This design comes from an exercise in tuning for small area on the open sky130 flow, not from production work.
The RTL was checked by simulation tests, not by an equivalence proof against the original design.
Power and IR drop assume default switching activity.

before:
Design maze_memory, start of the top module:
module maze_memory #(
   parameter int maze_width = 5,
   parameter int CNT_W      = 11
) (
   input  logic                  clk,
   input  logic                  rst_n,
   input  logic                  load_we,
   input  logic [maze_width-1:0] load_row,
   input  logic [maze_width-1:0] load_col,
   input  logic                  load_wall,
   input  logic                  start,
   input  logic                  clear,
   input  logic [maze_width-1:0] row,
   input  logic [maze_width-1:0] col,
   input  logic                  maze_oe,
   input  logic                  maze_we,
   input  logic                  done,
   output logic                  maze_in,
   output logic                  running,
   output logic                  exit_valid,
   output logic [maze_width-1:0] exit_row,
   output logic [maze_width-1:0] exit_col,
   output logic [CNT_W-1:0]      mark_count,
   output logic                  protocol_err
);
Size in the first run: ~5500 cells after synthesis, ~2100 flip-flops, roughly 71000 um^2 of cells after synthesis.
Settings: LEC_CHECK=0, CAP_MARGIN=20, CORE_MARGIN=2, CORE_UTILIZATION=65, SLEW_MARGIN=20, SYNTH_HIERARCHICAL=1; clock period 10.0 ns.
standard.sh (not shown) runs the stock make flow with config.mk's settings and CLKGATE_MAP_FILE= SYNTH_SCRIPT=/design/flow/synth_recipe.tcl, a recipe that flattens the netlist after the stock synthesis.
==> flow/flow/run.sh <==
#!/bin/bash
# Layout flow: the standard ORFS flow (standard.sh, standard synthesis
# unchanged) with two changes to how the layout is built:
#  - ports are buffered with sky130_fd_sc_hd__buf_1 instead of the default
#    delay buffer;
#  - clock tree synthesis clusters up to 24 sinks within 100 um per leaf
#    buffer (clkbuf_16) and inserts no dummy loads.
# The make output goes to flow_make.log; each ORFS step keeps its own log
# under orfs/logs/.
set -euo pipefail
export BUFFER_PORTS_ARGS="-buffer_cell sky130_fd_sc_hd__buf_1"
export CTS_ARGS="-sink_clustering_enable -repair_clock_nets -buf_list sky130_fd_sc_hd__clkbuf_16 -sink_clustering_size 24 -sink_clustering_max_diameter 100 -dont_use_dummy_load"
bash standard.sh > flow_make.log 2>&1
> inputs changed (before -> after)
Settings: CORE_UTILIZATION now 76, was 65.
--- a/flow/flow/run.sh
+++ b/flow/flow/run.sh
@@ -6 +6 @@
-#  - clock tree synthesis clusters up to 24 sinks within 100 um per leaf
+#  - clock tree synthesis clusters up to 28 sinks within 100 um per leaf
@@ -12 +12 @@
-export CTS_ARGS="-sink_clustering_enable -repair_clock_nets -buf_list sky130_fd_sc_hd__clkbuf_16 -sink_clustering_size 24 -sink_clustering_max_diameter 100 -dont_use_dummy_load"
+export CTS_ARGS="-sink_clustering_enable -repair_clock_nets -buf_list sky130_fd_sc_hd__clkbuf_16 -sink_clustering_size 28 -sink_clustering_max_diameter 100 -dont_use_dummy_load"
## What came out
Relative to before, after improves global-route wire length before repair.
In after relative to before, number of global-route vias before repair had gone up by a few percent.
From before to after the numbers moved as follows: final total power shrank by 2.1%; amount of wire on met2 after detailed routing shrank by about 2%.

========
v1:
Starting RTL as in the previous note.
clock: 10.0 ns
lec_check: 0
cap_margin: 20
core_margin: 2
core_utilization: 65
cts_buf_list: sky130_fd_sc_hd__clkbuf_16
cts_cluster_diameter: 100
cts_cluster_size: 24
slew_margin: 20
synth_hierarchical: 1
run.sh (not shown) runs the stock make flow with config.mk's settings and CLKGATE_MAP_FILE= SYNTH_SCRIPT=/design/flow/synth_recipe.tcl, a recipe that flattens the netlist after the stock synthesis.
Stock flow here: none of the scripts above is used.
Here is what was changed in the inputs of v22 compared with v1.
Settings: swapping 24 for 16 in CTS_CLUSTER_SIZE; swapping sky130_fd_sc_hd__clkbuf_16 for sky130_fd_sc_hd__clkbuf_8 in CTS_BUF_LIST.
==> run summary <==
In v22 the number of cells on the worst reg-to-reg path turned out 1 higher than in v1.
Routing usage on met3 for v22: 0.58 points down relative to v1
Re final non-filler cell area: v22 is about 0.4% down on v1.
Cell with the largest stage delay on the worst path = sky130_fd_sc_hd__clkdlybuf4s50_1: v1; cell with the largest stage delay on the worst path = sky130_fd_sc_hd__mux2i_1: v22
Diff v1 -> v22 | peak ir drop on the vdd network | decrease of about 3%
The critical path depth number comes out lower for v1 vs v22.
v22 ends up with a H-tree level count that is 1 higher than in v1.
As far as final estimated routing congestion in global placement goes, v22 and v1 are indistinguishable; the numbers are identical.
v22 against v1: register share of total power has increased, clock share of power lost 1.7 points, signed area change from the synthesized netlist to the final layout -0.45 points.
#### Input delta (v49 over v22)
Settings: a deleted CTS_BUF_LIST that had been sky130_fd_sc_hd__clkbuf_8; a change of CORE_UTILIZATION from 65 to 70; a deleted CTS_CLUSTER_SIZE that had been 16; a deleted CTS_CLUSTER_DIAMETER that had been 100.
==> flow/flow/run.sh (new file) <==
#!/bin/bash
# Layout flow: the standard ORFS flow (standard.sh, standard synthesis
# unchanged) with two changes to how the layout is built:
#  - ports are buffered with sky130_fd_sc_hd__buf_1 instead of the default
#    delay buffer;
#  - clock tree synthesis clusters up to 28 sinks within 100 um per leaf
#    buffer (clkbuf_16) and inserts no dummy loads.
# The make output goes to flow_make.log; each ORFS step keeps its own log
# under orfs/logs/.
set -euo pipefail
export BUFFER_PORTS_ARGS="-buffer_cell sky130_fd_sc_hd__buf_1"
export CTS_ARGS="-sink_clustering_enable -repair_clock_nets -buf_list sky130_fd_sc_hd__clkbuf_16 -sink_clustering_size 28 -sink_clustering_max_diameter 100 -dont_use_dummy_load"
bash standard.sh > flow_make.log 2>&1
==> flow/standard.sh (new file) <==
#!/bin/bash
# synth_recipe.tcl (not shown) runs the flow's synth.tcl, then flattens the netlist and writes it again
# the make line also repeats each setting of config.mk as NAME=value (left out here)
make -C /OpenROAD-flow-scripts/flow DESIGN_CONFIG=/design/flow/config.mk WORK_HOME=/design/flow/orfs CLKGATE_MAP_FILE= SYNTH_SCRIPT=/design/flow/synth_recipe.tcl "${@:-finish}"
removed: flow/run.sh
==> comparison <==
- v49 vs v22 on utilization: v49 is the higher one.
- Compared with v22, v49 shows a number of logic stages on the critical path including buffering that is 1 lower.
- v22 completed; timing, DRC and antenna clean
- No stage failed in v49, and the final checks on the layout all came back clean.
- Side by side, number of global-route vias before repair turned out higher in v49 than in v22.
- Via count of v22 is on par with v49.
- [v49] initial core utilization rose 4.8 points relative to v22
- Going from v22 to v49, final cell count went down by 207; total power now sits lower; cell area now sits lower; critical path data arrival time decreased 0.55 ns; transition time at the pin with the least slew margin saw a decrease.
Input-level comparison between v38 and v49:
Settings: an added CTS_CLUSTER_SIZE of 24; an added CTS_CLUSTER_DIAMETER of 100; a change of CORE_UTILIZATION from 70 to 78; an added CTS_BUF_LIST of sky130_fd_sc_hd__clkbuf_16.
==> flow/run.sh (new file) <==
#!/bin/bash
# synth_recipe.tcl (not shown) runs the flow's synth.tcl, then flattens the netlist and writes it again
# the make line also repeats each setting of config.mk as NAME=value (left out here)
make -C /OpenROAD-flow-scripts/flow DESIGN_CONFIG=/design/flow/config.mk WORK_HOME=/design/flow/orfs CLKGATE_MAP_FILE= SYNTH_SCRIPT=/design/flow/synth_recipe.tcl finish
removed: flow/flow/run.sh
removed: flow/standard.sh
--- outcome ---
- Compared with v49, in v38 clock-buffer cell count has increased; fraction of standard cell area in multi-input logic has decreased; met1 capacity usage during global routing has increased; clock share of power has increased.
- In v38 relative to v49, sum of routed wire length over all layers had gone up by a few percent.
- Relative to v49, v38 degrades final area.

[static timing again, ports no longer ideal]
In the flow no input, the clock included, has a driving cell. The finished layouts below were timed again as built, in two steps. Step 1, drivers: a clkbuf_16 drives clk and a buf_2 each remaining input, both assumed. Step 2 also shifts input and output timing later by t, the mid clock arrival at the registers, as if the neighbouring blocks saw the same clock. Three values: ideal ports, drivers, drivers and shift; two values: the first two.
run | t (ns) | slack for setup (ns) | hold WS [ns] | worst setup path at the end | worst slew at a driven data input, ns
before | 0.789 | 3.173 / 3.223 / 2.434 | 0.489 / 0.489 / 0.489 | input to register | 0.18
after | 0.766 | 3.218 / 3.218 / 2.588 | 0.493 / 0.493 / 0.493 | input to register | 0.17
v1 | 0.809 | 2.988 / 3.044 / 2.235 | 0.490 / 0.490 / 0.490 | input to register | 0.06
v22 | 0.994 | 3.147 / 3.168 / 2.203 | 0.491 / 0.491 / 0.491 | input to register | 0.06
v49 | 0.765 | 3.538 / 3.585 / 2.820 | 0.494 / 0.494 / 0.494 | input to register | 0.13
v38 | 0.784 | 3.013 / 3.068 / 2.284 | 0.491 / 0.491 / 0.491 | input to register | 0.05
After both steps setup and hold are still met in every run listed. The setup slack of v22, which loses most, moves by +0.021 ns with the drivers and by -0.944 ns with both steps.
